This is an optimization exercise on Yosys and OpenROAD, whose aim is small area, a short achievable clock period and few clock cycles per item, not a production implementation.
Function was not checked in any run shown here: the RTL went through the layout flow alone.
Power and IR drop assume default switching activity.

File: design/flow/config.mk
export PLATFORM = sky130hd
export DESIGN_NAME = precompute_pipe
export DESIGN_NICKNAME = precompute_pipe
export VERILOG_FILES = /design/flow/design.v
export SDC_FILE = /design/flow/constraint.sdc
export NUM_CORES = 4
export LEC_CHECK = 0
export CAP_MARGIN = 20
export CORE_MARGIN = 2
export CORE_UTILIZATION = 60
export PLACE_DENSITY = 0.75
export SETUP_SLACK_MARGIN = 2.0
export SLEW_MARGIN = 20
File: design/flow/constraint.sdc
create_clock -name core_clock -period 4.5 [get_ports {clk}]
set_input_delay 0.9000 -clock core_clock [delete_from_list [all_inputs] [get_ports {clk}]]
set_output_delay 0.9000 -clock core_clock [all_outputs]
set_load 0.01 [all_outputs]
File: design/flow/design.v
`timescale 1ns/100ps
package pipe_pkg;
  typedef logic [32-1:0] word_t;
  typedef logic [3-1:0]  reg_t;
  typedef logic [16-1:0]  imm_t;
  typedef enum logic [3:0] {
    OP_AND  = 4'd0,
    OP_NOT  = 4'd1,
    OP_OR   = 4'd2,
    OP_XOR  = 4'd3,
    OP_ADD  = 4'd4,
    OP_SUB  = 4'd5,
    OP_MOV0 = 4'd6,
    OP_MOV1 = 4'd7,
    OP_MOVI = 4'd8
  } opcode_t;
  typedef enum logic {
    FWD_RF = 1'b0,
    FWD_S3 = 1'b1
  } fwd_sel_t;
endpackage
`timescale 1ns/100ps
module inst_queue #(
  parameter int DEPTH = 13
) (
  input  logic        clk,
  input  logic        rst,
  input  logic        in_pass,
  input  logic [19:0] in_enc,
  input  logic        h_adv,
  output logic        in_accept,
  output logic        h_vld,
  output logic [19:0] h_enc
);
  logic [19:0] mem [DEPTH];
  logic [3:0]  wr_ptr;
  logic [3:0]  rd_ptr;
  logic [3:0]  cnt;
  logic        full_r;
  logic        empty_r;
  logic push;
  logic h_free;
  logic buf_wr;
  logic buf_rd;
  logic [3:0] cnt_nxt;
  assign push   = in_pass & ~full_r;
  assign h_free = ~h_vld | h_adv;
  assign buf_rd = h_free & ~empty_r;
  assign buf_wr = push & ~(h_free & empty_r);
  always_comb begin
    cnt_nxt = cnt;
    if (buf_wr & ~buf_rd) cnt_nxt = cnt + 4'd1;
    else if (buf_rd & ~buf_wr) cnt_nxt = cnt - 4'd1;
  end
  always_ff @(posedge clk) begin
    if (rst) begin
      wr_ptr  <= '0;
      rd_ptr  <= '0;
      cnt     <= '0;
      full_r  <= 1'b0;
      empty_r <= 1'b1;
      h_vld   <= 1'b0;
    end else begin
      if (buf_wr) wr_ptr <= (wr_ptr == 4'(DEPTH - 1)) ? 4'd0 : wr_ptr + 4'd1;
      if (buf_rd) rd_ptr <= (rd_ptr == 4'(DEPTH - 1)) ? 4'd0 : rd_ptr + 4'd1;
      cnt     <= cnt_nxt;
      full_r  <= (cnt_nxt == 4'(DEPTH));
      empty_r <= (cnt_nxt == 4'd0);
      if (h_free) h_vld <= ~empty_r | push;
    end
  end
  always_ff @(posedge clk) begin
    if (!full_r) mem[wr_ptr] <= in_enc;
  end
  always_ff @(posedge clk) begin
    if (h_free) h_enc <= empty_r ? in_enc : mem[rd_ptr];
  end
  assign in_accept = ~full_r;
endmodule
`timescale 1ns/100ps
module reg_file #(
  parameter int W = 8
) (
  input  logic  clk,
  input  pipe_pkg::reg_t ra0,
  input  pipe_pkg::reg_t ra1,
  input  logic           wen,
  input  pipe_pkg::reg_t wa,
  input  logic [W-1:0]   wdata,
  output logic [W-1:0]   rdata0,
  output logic [W-1:0]   rdata1
);
  localparam int N_REGS = 1 << 3;
  logic [W-1:0] mem [N_REGS];
  always_ff @(posedge clk) begin
    if (wen) mem[wa] <= wdata;
  end
  assign rdata0 = mem[ra0];
  assign rdata1 = mem[ra1];
endmodule
`timescale 1ns/100ps
module issue_stage (
  input  pipe_pkg::opcode_t in_op,
  input  pipe_pkg::reg_t    in_ra0,
  input  pipe_pkg::reg_t    in_ra1,
  input  pipe_pkg::reg_t    in_wa,
  input  pipe_pkg::imm_t    in_imm,
  output logic [19:0]       enc
);
  logic       movi;
  logic [2:0] op3;
  assign movi = (in_op == pipe_pkg::OP_MOVI);
  assign op3  = in_op[3] ? 3'd6 : in_op[2:0];
  assign enc = {in_wa, movi, movi ? in_imm : {7'b0, op3, in_ra1, in_ra0}};
endmodule
`timescale 1ns/100ps
module exec_unit #(
  parameter int N = 8
) (
  input  logic            clk,
  input  logic            rst,
  input  logic            hold,
  input  logic            h_vld,
  input  logic [19:0]     h_enc,
  output logic            h_adv,
  output logic            out_vld,
  output pipe_pkg::reg_t  out_wa,
  output pipe_pkg::word_t out_wdata
);
  localparam int W = 32 / N;
  logic [N-1:0]          v;
  logic [N-1:0][2:0]     wa;
  logic [N-1:0][2:0]     ra0;
  logic [N-1:0][2:0]     ra1;
  logic [N-1:0]          movi;
  logic [N-1:0][2:0]     op;
  logic [N-1:0]          arith;
  logic [N-1:0]          sub;
  logic [N-1:0]          cin;
  logic [N-1:0]          fwd0;
  logic [N-1:0]          fwd1;
  logic [N-1:0][15:0]    imm;
  logic [N-1:0][W-1:0]   opa;
  logic [N-1:0][W-1:0]   opb;
  logic [N-1:0][W-1:0]   r;
  logic [N-1:0][31:0]    cr;
  logic [31:0]           out_lo;
  logic [N-1:0]          in_v;
  logic [N-1:0][2:0]     in_wa;
  logic [N-1:0][2:0]     in_ra0;
  logic [N-1:0][2:0]     in_ra1;
  logic [N-1:0]          in_movi;
  logic [N-1:0][2:0]     in_op;
  logic [N-1:0][15:0]    in_imm;
  logic [N-1:0][W-1:0]   rd0;
  logic [N-1:0][W-1:0]   rd1;
  logic [N-1:0]          ex;
  logic [N-1:0]          fr;
  logic [N-1:0][W-1:0]   a;
  logic [N-1:0][W-1:0]   b;
  logic [N-1:0][W-1:0]   res;
  logic [N-1:0]          cout;
  assign fr[N-1] = ~v[N-1] | ~hold;
  assign ex[N-1] = v[N-1] & ~hold;
  for (genvar k = 0; k < N - 1; k++) begin : g_adv
    assign fr[k] = ~v[k] | fr[k+1];
    assign ex[k] = v[k] & fr[k+1];
  end
  assign h_adv = fr[0];
  assign in_v[0]     = h_vld;
  assign in_wa[0]    = h_enc[19:17];
  assign in_ra0[0]   = h_enc[2:0];
  assign in_ra1[0]   = h_enc[5:3];
  assign in_movi[0]  = h_enc[16];
  assign in_op[0]    = h_enc[16] ? 3'd7 : h_enc[8:6];
  assign in_imm[0]   = h_enc[15:0];
  for (genvar k = 1; k < N; k++) begin : g_in
    assign in_v[k]     = v[k-1];
    assign in_wa[k]    = wa[k-1];
    assign in_ra0[k]   = ra0[k-1];
    assign in_ra1[k]   = ra1[k-1];
    assign in_movi[k]  = movi[k-1];
    assign in_op[k]    = op[k-1];
    assign in_imm[k]   = imm[k-1];
  end
  for (genvar k = 0; k < N; k++) begin : g_slice
    reg_file #(.W(W)) i_rf (
      .clk    (clk),
      .ra0    (in_ra0[k]),
      .ra1    (in_ra1[k]),
      .wen    (v[k]),
      .wa     (wa[k]),
      .wdata  (res[k]),
      .rdata0 (rd0[k]),
      .rdata1 (rd1[k])
    );
    always_ff @(posedge clk) begin
      if (rst) v[k] <= 1'b0;
      else if (fr[k]) v[k] <= in_v[k];
    end
    always_ff @(posedge clk) begin
      if (fr[k]) begin
        wa[k]    <= in_wa[k];
        ra0[k]   <= in_ra0[k];
        ra1[k]   <= in_ra1[k];
        movi[k]  <= in_movi[k];
        op[k]    <= in_op[k];
        imm[k]   <= in_imm[k];
      end
    end
    always_ff @(posedge clk) begin
      fwd0[k] <= ex[k] && (wa[k] == in_ra0[k]);
      fwd1[k] <= ex[k] && (wa[k] == in_ra1[k]) && !in_movi[k];
    end
    always_ff @(posedge clk) begin
      if (fr[k])        opa[k] <= rd0[k];
      else if (fwd0[k]) opa[k] <= r[k];
      if (fr[k])        opb[k] <= in_movi[k] ? ((k * W < 16) ? W'(in_imm[k] >> (k * W)) : '0)
                                             : (rd1[k] ^ {W{in_op[k] == 3'd5}});
      else if (fwd1[k]) opb[k] <= r[k] ^ {W{sub[k]}};
    end
    logic [3:0] lut;
    always_comb begin
      case (op[k])
        3'd0:    lut = 4'b1000;
        3'd1:    lut = 4'b0011;
        3'd2:    lut = 4'b1110;
        3'd3:    lut = 4'b0110;
        3'd6:    lut = 4'b1100;
        default: lut = 4'b1010;
      endcase
    end
    assign arith[k] = (op[k][2:1] == 2'b10);
    assign sub[k]   = (op[k] == 3'd5);
    assign a[k] = fwd0[k] ? r[k] : opa[k];
    assign b[k] = fwd1[k] ? (r[k] ^ {W{sub[k]}}) : opb[k];
    logic [W+1:0] s;
    logic [W-1:0] l;
    logic         c;
    if (k == 0) begin : g_c0
      assign c = sub[k];
    end else begin : g_cn
      assign c = cin[k];
    end
    assign s = {1'b0, a[k], 1'b1} + {1'b0, b[k], c};
    always_comb begin
      for (int i = 0; i < W; i++) begin
        l[i] = lut[{a[k][i], b[k][i]}];
      end
    end
    assign res[k]  = arith[k] ? s[W:1] : l;
    assign cout[k] = s[W+1];
    always_ff @(posedge clk) begin
      if (ex[k]) r[k] <= res[k];
    end
    if (k > 0) begin : g_cin
      always_ff @(posedge clk) begin
        if (fr[k]) cin[k] <= cout[k-1];
      end
    end else begin : g_cin0
      assign cin[k] = 1'b0;
    end
    always_ff @(posedge clk) begin
      if (k < 2) cr[k] <= '0;
      else if (fr[k]) cr[k] <= cr[(k < 2) ? 0 : k-1] | (32'(r[(k < 2) ? 0 : k-2]) << ((k < 2) ? 0 : (k-2) * W));
    end
  end
  always_ff @(posedge clk) begin
    if (rst) out_vld <= 1'b0;
    else     out_vld <= ex[N-1];
  end
  always_ff @(posedge clk) begin
    out_wa <= wa[N-1];
    out_lo <= cr[N-1] | (32'(r[N-2]) << ((N-2) * W));
  end
  assign out_wdata = {r[N-1], out_lo[(N-1)*W-1:0]};
endmodule
`timescale 1ns/100ps
module precompute_pipe (
  input  logic    clk,
  input  logic    rst,
  input  logic    in_pass,
  input  logic [3:0]  in_op,
  input  logic [2:0]  in_ra0,
  input  logic [2:0]  in_ra1,
  input  logic [2:0]  in_wa,
  input  logic [15:0] in_imm,
  input  logic    hold,
  output logic    in_accept,
  output logic    out_vld,
  output logic [2:0]  out_wa,
  output logic [31:0] out_wdata
);
  logic [19:0] in_enc;
  logic        h_vld;
  logic [19:0] h_enc;
  logic        h_adv;
  issue_stage i_issue_stage (
    .in_op  (pipe_pkg::opcode_t'(in_op)),
    .in_ra0 (in_ra0),
    .in_ra1 (in_ra1),
    .in_wa  (in_wa),
    .in_imm (in_imm),
    .enc    (in_enc)
  );
  inst_queue #(.DEPTH(15 - 8)) i_inst_queue (
    .clk       (clk),
    .rst       (rst),
    .in_pass   (in_pass),
    .in_enc    (in_enc),
    .h_adv     (h_adv),
    .in_accept (in_accept),
    .h_vld     (h_vld),
    .h_enc     (h_enc)
  );
  exec_unit i_exec_unit (
    .clk       (clk),
    .rst       (rst),
    .hold      (hold),
    .h_vld     (h_vld),
    .h_enc     (h_enc),
    .h_adv     (h_adv),
    .out_vld   (out_vld),
    .out_wa    (out_wa),
    .out_wdata (out_wdata)
  );
endmodule
File: design/flow/run.sh
#!/bin/bash
# synth_recipe.tcl (not shown) runs the flow's synth.tcl, then flattens the netlist and writes it again
# the make line also repeats each setting of config.mk as NAME=value (left out here)
make -C /OpenROAD-flow-scripts/flow DESIGN_CONFIG=/design/flow/config.mk WORK_HOME=/design/flow/orfs CLKGATE_MAP_FILE= SYNTH_SCRIPT=/design/flow/synth_recipe.tcl finish
==> key figures, run 1 <==
Global routing
  • Global-route wire length before repair: 124 mm
  • Number of global-route vias before repair: 22084
  • Initial antenna violation count: 1
  • Tot GR Track Use: 25.3%
  • Global route total overflow: 0
  • Largest net degree at the start of global routing: 46

Floorplanning
  • Die Height: 252 um
  • I/O pin total: 70
  • Die Area: around 0.063 mm2
  • Starting Density: 60.8%
  • Core Box Area: 0.0605 mm2
  • Die Wd: ~250 um
  • Row cnt: 90

Clock tree
  • CTS hold repair buffers: 0
  • Clock-pin slew on the worst setup and hold paths: 0.06 ns
  • CTS max path bufs: 3
  • Root buffer cell: clkbuf_16
  • CTS sink cnt: 844
  • CTS tree: built
  • Worst-skew pair later-pin latency: 0.64 ns
  • CTS H-tree lvls: 3
  • TritonCTS Buffers: between 80 and 90

Placed design
  • Port buffer count: 69
  • Routability Congestion: 0.858
  • Placed Instance Area: around 0.038 mm2
  • Placed wire-length estimate: 52.0 mm

Critical path
  • Worst Setup End Kind: register
  • WP data required: 4.86 ns
  • Setup CP Type: register to register
  • Worst Path Arrival: 3.17 ns
  • CP max FO: 4
  • CP startpoint kind: register

Finish
  • Syn-to-layout area delta: 16.6%
  • Final Net Count: between 2000 and 3000
  • Layout cells sized above 1: 23.1%
  • Antenna cells: 0
  • Finished Cell Area: 0.0429 mm2

Synthesis
  • Adder-Cell Fraction of Synth Area: 1.56%
  • Post-synth top flop: edfxtp_1
  • Synth Area in Simple Gates: 7.27%
  • Synth cell types: 71
  • Post-Synthesis Cells: 2571
  • Complex-gate fraction of the synthesized area: 6.59%
  • Asr flop ratio synth: 0%
  • Post-synth EDFFs: 658
  • Net count after synthesis: 2645
  • Xor/xnor cell area share of the yosys netlist: 3.36%
  • Mapped cell area: 0.0368 mm2
  • YS warnings: 3
  • Multiplexer share of the synthesized area: roughly 15%
  • Largest family of logic cells by synthesized area: multiplexers
  • Synth Register Bits: 844
  • Syn Area/Cell: 14.3 um2
  • Register area share after synthesis: 63.8%

Route
  • Vias: 21977
  • # DRC: 0
  • WL per Instance: 22.5 um
  • First DRT Iteration DRCs: ~1800
  • Vias per cell: slightly above 6
  • DRT Pass-1 Iters: 5
  • Post-route ant nets: 0
  • WL final: 80.3 mm

STA
  • Final setup fails: 0
  • Setup TNS: 0 ns
  • Measured slew at the worst slew-check pin: 1.11 ns
  • Fin Clk Skew: roughly 0.022 ns
  • Final period util: around 62%
  • RSZ-0062 raised after global routing: yes
  • Max-slew violations: 0
  • Final Hold Vio Count: 0
  • Final Critical Period: 2.81 ns
  • Fmax: ~0.36 GHz
  • Relative slew slack: approximately 26%

Pwr
  • P_leak: roughly 15 nW
  • Peak VDD IR: 0.418 mV
  • Pwr/cell area: 720 mW/mm2

Worst hold path
  • HP Class: register to register

Run status
  • Status: complete, no violations

Run
  • Max cap viols: 0
## critical path, cell delays in order (launching register included)
cell,delay (ns)
edfxtp_1,0.42
nand3b_1,0.25
xor2_1,0.16
nor2_1,0.06
a21oi_2,0.16
inv_1,0.10
ha_4,0.26
a21o_1,0.21
a21oi_2,0.22
xor2_1,0.20
a31oi_2,0.17
o211a_1,0.32
## state kept, by name, summed over array words and instances, names as in the netlist, 28 cells and up, named ones only
name                          count
i_exec_unit.opb                  32
i_exec_unit.g_slice.i_rf.mem    256
i_inst_queue.mem                140
i_exec_unit.out_lo               28
i_exec_unit.cr                   84
i_exec_unit.imm                  36
i_exec_unit.opa                  32
i_exec_unit.r                    32
## cells in the final DEF (no fill, tap or decap), types with 13 or more instances in the layout
master / instances
edfxtp_1: 658
nand2_1: 215
dfxtp_1: 176
nor2_1: 162
mux4_2: 148
mux2i_1: 136
buf_4: 118
o21ai_0: 98
clkbuf_16: 87
a21oi_1: 81
xor2_1: 75
clkdlybuf4s50_1: 64
mux2_2: 62
inv_1: 59
xnor2_1: 54
nand2b_1: 46
a21oi_2: 34
nor3_1: 28
clkbuf_1: 27
a21o_1: 25
ha_1: 25
nor2b_1: 19
nor4_1: 18
o31ai_1: 16
buf_6: 14
a221o_1: 13
and2_1: 13
## logic make-up (layout without fill, tap and decap cells)
| logic type | Yosys count | in the layout |
|---|---|---|
| DFF | 844 | 844 |
| buffers and inverters | 228 | 434 |
| xor gates and xnor gates | 141 | 141 |
| AOI/OAI and AO/OA | 387 | 393 |
| and+or+nand+nor | 576 | 581 |
| adders and majority gates | 41 | 41 |
| muxes | 354 | 354 |
## through the flow
step / cells / power (mW) / hold slack [ns] / utilization (%) / worst slack (ns)
2_1_floorplan: 2571 / 19.0 / 0.323 / - / 1.87
3_3_place_gp: 3284 / 21.0 / 0.326 / 63.2 / 0.840
3_5_place_dp: 3284 / 21.4 / 0.327 / 63.2 / 0.749
4_1_cts: 3544 / 30.0 / 0.340 / 70.1 / 1.73
5_1_grt: 3570 / 32.3 / 0.346 / 70.9 / 1.56
6_report: 3570 / 30.9 / 0.338 / 70.9 / 1.69
## Yosys cell counts, types with 12 or more instances
| master | n | area share [%] |
|---|---|---|
| dfxtp_1 | 186 | 10 |
| o22ai_1 | 12 | 0.20 |
| ha_1 | 33 | 1.1 |
| mux4_2 | 148 | 9.1 |
| a221o_1 | 13 | 0.35 |
| mux2_2 | 62 | 1.9 |
| o31ai_1 | 16 | 0.33 |
| mux2i_1 | 144 | 3.9 |
| clkbuf_1 | 125 | 1.3 |
| xnor2_1 | 58 | 1.4 |
| nor3_1 | 32 | 0.44 |
| nand2b_1 | 46 | 0.78 |
| nor4_1 | 20 | 0.34 |
| and2_1 | 13 | 0.22 |
| a21oi_1 | 120 | 1.6 |
| nand2_1 | 220 | 2.2 |
| buf_2 | 21 | 0.29 |
| o21ai_0 | 105 | 1.4 |
| edfxtp_1 | 658 | 54 |
| a221oi_1 | 12 | 0.29 |
| nand3b_1 | 12 | 0.24 |
| nor2b_1 | 20 | 0.34 |
| a211oi_1 | 23 | 0.47 |
| a21o_1 | 25 | 0.51 |
| inv_1 | 59 | 0.60 |
| xor2_1 | 83 | 2.0 |
| nor2_1 | 165 | 1.7 |
## report_power, final
group	leakage [nW]	total [mW]	switching [mW]	internal [mW]
clock network	1.35	6.90	2.91	3.99
registers	7.94	12.8	1.72	11.1
logic	5.88	11.2	5.80	5.39
total	15.2	30.9	10.4	20.4
## cell type report
type | instances | area (um2)
sequential | 844 | 23500
tap | 782 | 978
fill | 3723 | 17600
clock inverter | 34 | 338
timing repair buffer | 214 | 1990
multi-input combinational | 1510 | 13400
clock buffer | 124 | 2420
inverter | 62 | 250
## per-layer routing
metal	GRT usage (%)	up-vias	wire (um)
li1	-	10001	-
met1	33.9	10952	32600
met2	43.2	870	40400
met3	3.85	152	5240
met4	7.91	2	2080
met5	0	-	11
## what timing repair did
action | 4_1_cts | 5_1_grt
pin swaps | 57 | 50
resized for setup | 104 | 58
gates cloned | 11 | 2
endpoints found under the hold margin | 0 | 0
buffers inserted | 91 | 24
endpoints found under the setup margin | 505 | 313
## path summary, 6_finish.rpt
kind	from	to	slack, ns	cells past startpoint
min reg2reg	i_exec_unit.cr[233]$_DFFE_PP_	i_exec_unit.out_lo[9]$_DFF_P_	0.34	0
max	i_exec_unit.op[22]$_DFFE_PP_	i_exec_unit.g_slice[7].i_rf.mem[5][3]$_DFFE_PP_	1.69	11
min	i_exec_unit.cr[233]$_DFFE_PP_	i_exec_unit.out_lo[9]$_DFF_P_	0.34	0
max reg2reg	i_exec_unit.op[22]$_DFFE_PP_	i_exec_unit.g_slice[7].i_rf.mem[5][3]$_DFFE_PP_	1.69	11
==> run 2, diff against run 1 <==
--- a/design/flow/design.v
+++ b/design/flow/design.v
@@ -117,3 +117,3 @@
 module exec_unit #(
-  parameter int N = 8
+  parameter int N = 4
 ) (
@@ -305,3 +305,3 @@
   );
-  inst_queue #(.DEPTH(15 - 8)) i_inst_queue (
+  inst_queue #(.DEPTH(15 - 4)) i_inst_queue (
     .clk       (clk),
==> key figures, run 2 <==
Run status
  • Status: complete, no violations

Global routing
  • Initial antenna violation count: 1 (unchanged)
  • Tot GR Track Use: 28.6% (+3.2 points)
  • Largest net degree at the start of global routing: 40 (-13%)
  • Number of global-route vias before repair: 22134 (+0.23%)
  • Global-route wire length before repair: 129 mm (+3.9%)
  • Global route total overflow: 0 (unchanged)

Critical path
  • Worst Path Arrival: 3.62 ns (+0.45 ns)
  • CP startpoint kind: register
  • CP top delay family: compound AO/OA/AOI/OAI gates
  • CP Cell Sequence: buf_12 -> nand3b_1 -> buf_12 -> clkinv_16 -> buf_4 -> xnor2_1 -> a21oi_2 -> ha_2 -> o21ai_0 -> nand2b_1 -> o31ai_4 -> xor2_1 -> o211ai_1 -> buf_4
  • WP data required: 4.87 ns (about the same)
  • Worst Setup End Kind: register
  • CP max FO: 6 (+2)
  • Worst path bufs/invs: 5 (+4)
  • CP peak stage delay: 0.44 ns (+0.02 ns)
  • Worst-path cell with the longest stage delay: edfxtp_1
  • Setup CP Type: register to register

Finish
  • Commonest cells after routing, fill and taps aside: 608 x edfxtp_1, 185 x nor2_1, 168 x mux4_2, 153 x nand2_1, 133 x mux2i_1
  • Finished Cell Area: 0.0409 mm2 (-4.7%)
  • # fillers: 3426 (-8.0%)
  • Largest register by flop count: i_exec_unit.g_slice.i_rf.mem
  • Max reg flops: 256 (unchanged)
  • Commonest non-fill, non-tap cell in the layout: edfxtp_1
  • Final Net Count: 2641 (-5.4%)
  • Biggest regs: i_exec_unit.g_slice.i_rf.mem (256), i_inst_queue.mem (220)
  • Area of the multi-input gates: 0.0135 mm2 (+0.79%)
  • Syn-to-layout area delta: 19.6%
  • Layout cells sized above 1: 26.3% (+3.2 points)
  • Register area: 0.0212 mm2 (-9.7%)

STA
  • Fmax: 0.308 GHz (-14%)
  • Max-slew violations: 0 (unchanged)
  • Final Critical Period: 3.25 ns (+0.446 ns)
  • Measured slew at the worst slew-check pin: 1.12 ns (+0.00352 ns)
  • RSZ-0062 raised after global routing: yes
  • Fin Clk Skew: 0.0200 ns (-0.00218 ns)
  • Final Hold Vio Count: 0 (unchanged)
  • Final setup fails: 0 (unchanged)
  • Final period util: 72.3% (+9.9 points)
  • Setup TNS: 0 ns (unchanged)
  • Relative slew slack: 25.3% (-0.28 points)

Pwr
  • Flop pwr share: 35.4% (-6.0 points)
  • Net Sw Frac: 36.4% (+2.6 points)
  • Logic gate share of total power: 44.5% (+8.2 points)
  • Peak VDD IR: 0.442 mV (+5.8%)
  • Pwr/cell area: 786 mW/mm2 (+9.3%)
  • Pint: 20.4 mW (about the same)
  • Clk pwr share: 20.1% (-2.3 points)
  • P_leak: 14.1 nW (-7.1%)
  • Sw Pwr: 11.7 mW (+12%)

Route
  • Vias: 21792 (-0.84%)
  • WL per Instance: 25.2 um (+12%)
  • # DRC: 0 (unchanged)
  • DRT Pass-1 Iters: 6 (+1)
  • Vias per cell: 6.42 (+4.4%)
  • WL final: 85.4 mm (+6.4%)
  • Post-route ant nets: 0 (unchanged)
  • First DRT Iteration DRCs: 1878 (+1.7%)

Synthesis
  • Synth Register Bits: 755 (-11%)
  • Area share of the largest cell type after synthesis: 53.4% (-0.27 points)
  • Syn Area/Cell: 14.2 um2 (-0.73%)
  • YS warnings: 3 (unchanged)
  • Post-synth EDFFs: 608 (-7.6%)
  • Register area share after synthesis: 62.1% (-1.8 points)
  • Synth top cells by count: 608 x edfxtp_1, 195 x nor2_1, 168 x mux4_2
  • Synth cell types: 73 (+2.8%)
  • Top post-synthesis cells by area: edfxtp_1 53%, mux4_2 11%, dfxtp_1 8.6%, mux2i_1 4.0%, a21oi_1 2.3%
  • Post-synth top flop: edfxtp_1
  • Post-Synthesis Cells: 2405 (-6.5%)
  • Asr flop ratio synth: 0% (unchanged)
  • Net count after synthesis: 2475 (-6.4%)
  • Mapped cell area: 0.0342 mm2 (-7.1%)
  • Most common cell in the netlist: edfxtp_1
  • Leading area contributor after synthesis: edfxtp_1

Clock tree
  • Clock-pin slew on the worst setup and hold paths: 0.06 ns (about the same)
  • CTS sink cnt: 755 (-11%)
  • CTS tree: built
  • Root buffer cell: clkbuf_16
  • Worst-skew pair later-pin latency: 0.63 ns (about the same)
  • TritonCTS Buffers: 78 (-8.2%)
  • CTS H-tree lvls: 3 (unchanged)
  • CTS max path bufs: 3 (unchanged)

Floorplanning
  • Core Box Area: 0.0564 mm2 (-6.8%)
  • Die Height: 243 um (-3.6%)
  • Die Wd: 243 um (-3.6%)
  • Starting Density: 60.6% (-0.25 points)
  • Die Area: 0.0589 mm2 (-7.0%)
  • I/O pin total: 70 (unchanged)
  • Row cnt: 87 (-3.3%)

Worst hold path
  • HP Class: register to register

Placed design
  • Placed Instance Area: 0.0359 mm2 (-6.2%)
  • Port buffer count: 69 (unchanged)
  • Routability Congestion: 0.900 (+5.0%)
  • Placed wire-length estimate: 49.5 mm (-4.7%)

Run
  • Max cap viols: 0 (unchanged)
run 2: repair_timing:
action,in CTS,in global routing
pin swaps,75,51
hold buffers,0,0
cloned,19,7
buffers inserted,79,24
endpoints found under the setup margin,386,297
resized for setup,155,65
run 2: path summary, 6_finish.rpt:
kind | start | end | slack, ns | cells after the start
max | i_exec_unit.op[2]$_DFFE_PP_ | i_exec_unit.g_slice[0].i_rf.mem[2][6]$_DFFE_PP_ | 1.25 | 14
min | i_exec_unit.cr[105]$_DFFE_PP_ | i_exec_unit.out_lo[9]$_DFF_P_ | 0.34 | 0
max reg2reg | i_exec_unit.op[2]$_DFFE_PP_ | i_exec_unit.g_slice[0].i_rf.mem[2][6]$_DFFE_PP_ | 1.25 | 14
min reg2reg | i_exec_unit.cr[105]$_DFFE_PP_ | i_exec_unit.out_lo[9]$_DFF_P_ | 0.34 | 0
run 2: per-layer routing:
layer	GRT usage, %	part of all wire (%)	up-vias
li1	-	-	9547
met1	36.2	38	11076
met2	50.0	51	958
met3	3.86	6.8	211
met4	11.8	3.9	0
met5	0	0	-
run 2: power groups by stage:
stage          combinational, mW  sequential (mW)  clock (mW)
4_1_cts                     12.7             11.4        6.54
6_report                    14.3             11.4        6.46
5_1_grt                     15.1             11.6        6.81
2_1_floorplan               8.07             10.4           0
3_5_place_dp                9.65             11.6           0
3_3_place_gp                9.37             11.5           0
run 2: worst register-to-register path: stages (launching register included):
cell	delay, ns
edfxtp_1	0.44
buf_12	0.15
nand3b_1	0.12
buf_12	0.14
clkinv_16	0.07
buf_4	0.15
xnor2_1	0.13
a21oi_2	0.25
ha_2	0.37
o21ai_0	0.32
nand2b_1	0.18
o31ai_4	0.11
xor2_1	0.17
o211ai_1	0.18
buf_4	0.21
run 2: per-stage QoR:
step / setup slack, ns / cells / util [%] / hold WS, ns / power [mW]
final: 1.25 / 3392 / 72.5 / 0.341 / 32.1
after global placement: 0.933 / 3118 / 63.6 / 0.324 / 20.9
after floorplan: 1.51 / 2405 / - / 0.323 / 18.5
after CTS: 1.40 / 3360 / 71.4 / 0.340 / 30.7
after detailed placement: 0.777 / 3118 / 63.6 / 0.328 / 21.2
after global routing: 1.14 / 3392 / 72.5 / 0.346 / 33.5
run 2: final cells by class:
class / count / area share, %
inverters: 62 / 0.649
well taps: 756 / 2.31
flip-flops and latches: 755 / 52.0
multi-input cells: 1444 / 33.1
clock buffers: 113 / 5.60
repair buffers: 230 / 5.62
clock inverters: 31 / 0.741
diodes: 1 / 0.00612
run 2: cells by family (layout without fill, tap and decap cells):
family	Yosys count	after routing	share of synthesized area, %
flip-flops	755	755	62.1
AND/OR/NAND/NOR	483	483	6.25
AO/OA/AOI/OAI	446	461	7.98
multiplexers	342	342	16.3
buffers and inverters	221	436	2.85
XOR/XNOR	121	121	3.10
adder cells (fa/ha/maj)	37	37	1.44
other	0	1	0

[afterwards: timing with drivers on the ports]
The flow's constraints put no driver on any port. The routed layouts listed below were extracted and timed again, unchanged, in two steps. Step 1 (the two cells are an assumption about what drives the block):
set clk [get_ports {clk}]
set_driving_cell -lib_cell sky130_fd_sc_hd__clkbuf_16 $clk
set_driving_cell -lib_cell sky130_fd_sc_hd__buf_2 [delete_from_list [all_inputs] $clk]
Step 2, shift: input delay + t, output delay - t, t = (earliest + latest rising clock arrival at the registers) / 2. This alone moves slack from input paths to output paths. Three values: ideal ports, drivers, drivers and shift; two values: the first two.
run | t (ns) | setup WS [ns] | hold slack, ns | latest minus earliest clock arrival (ns)
run 1 | 0.689 | 1.695 / 1.695 / 1.454 | 0.338 / 0.338 / 0.338 | 0.022 / 0.022
run 2 | 0.683 | 1.249 / 1.249 / 1.249 | 0.341 / 0.341 / 0.341 | 0.021 / 0.020
After both steps setup and hold are still met in every run listed. The setup slack of run 1, which loses most, moves by 0.000 ns with the drivers and by -0.241 ns with both steps.
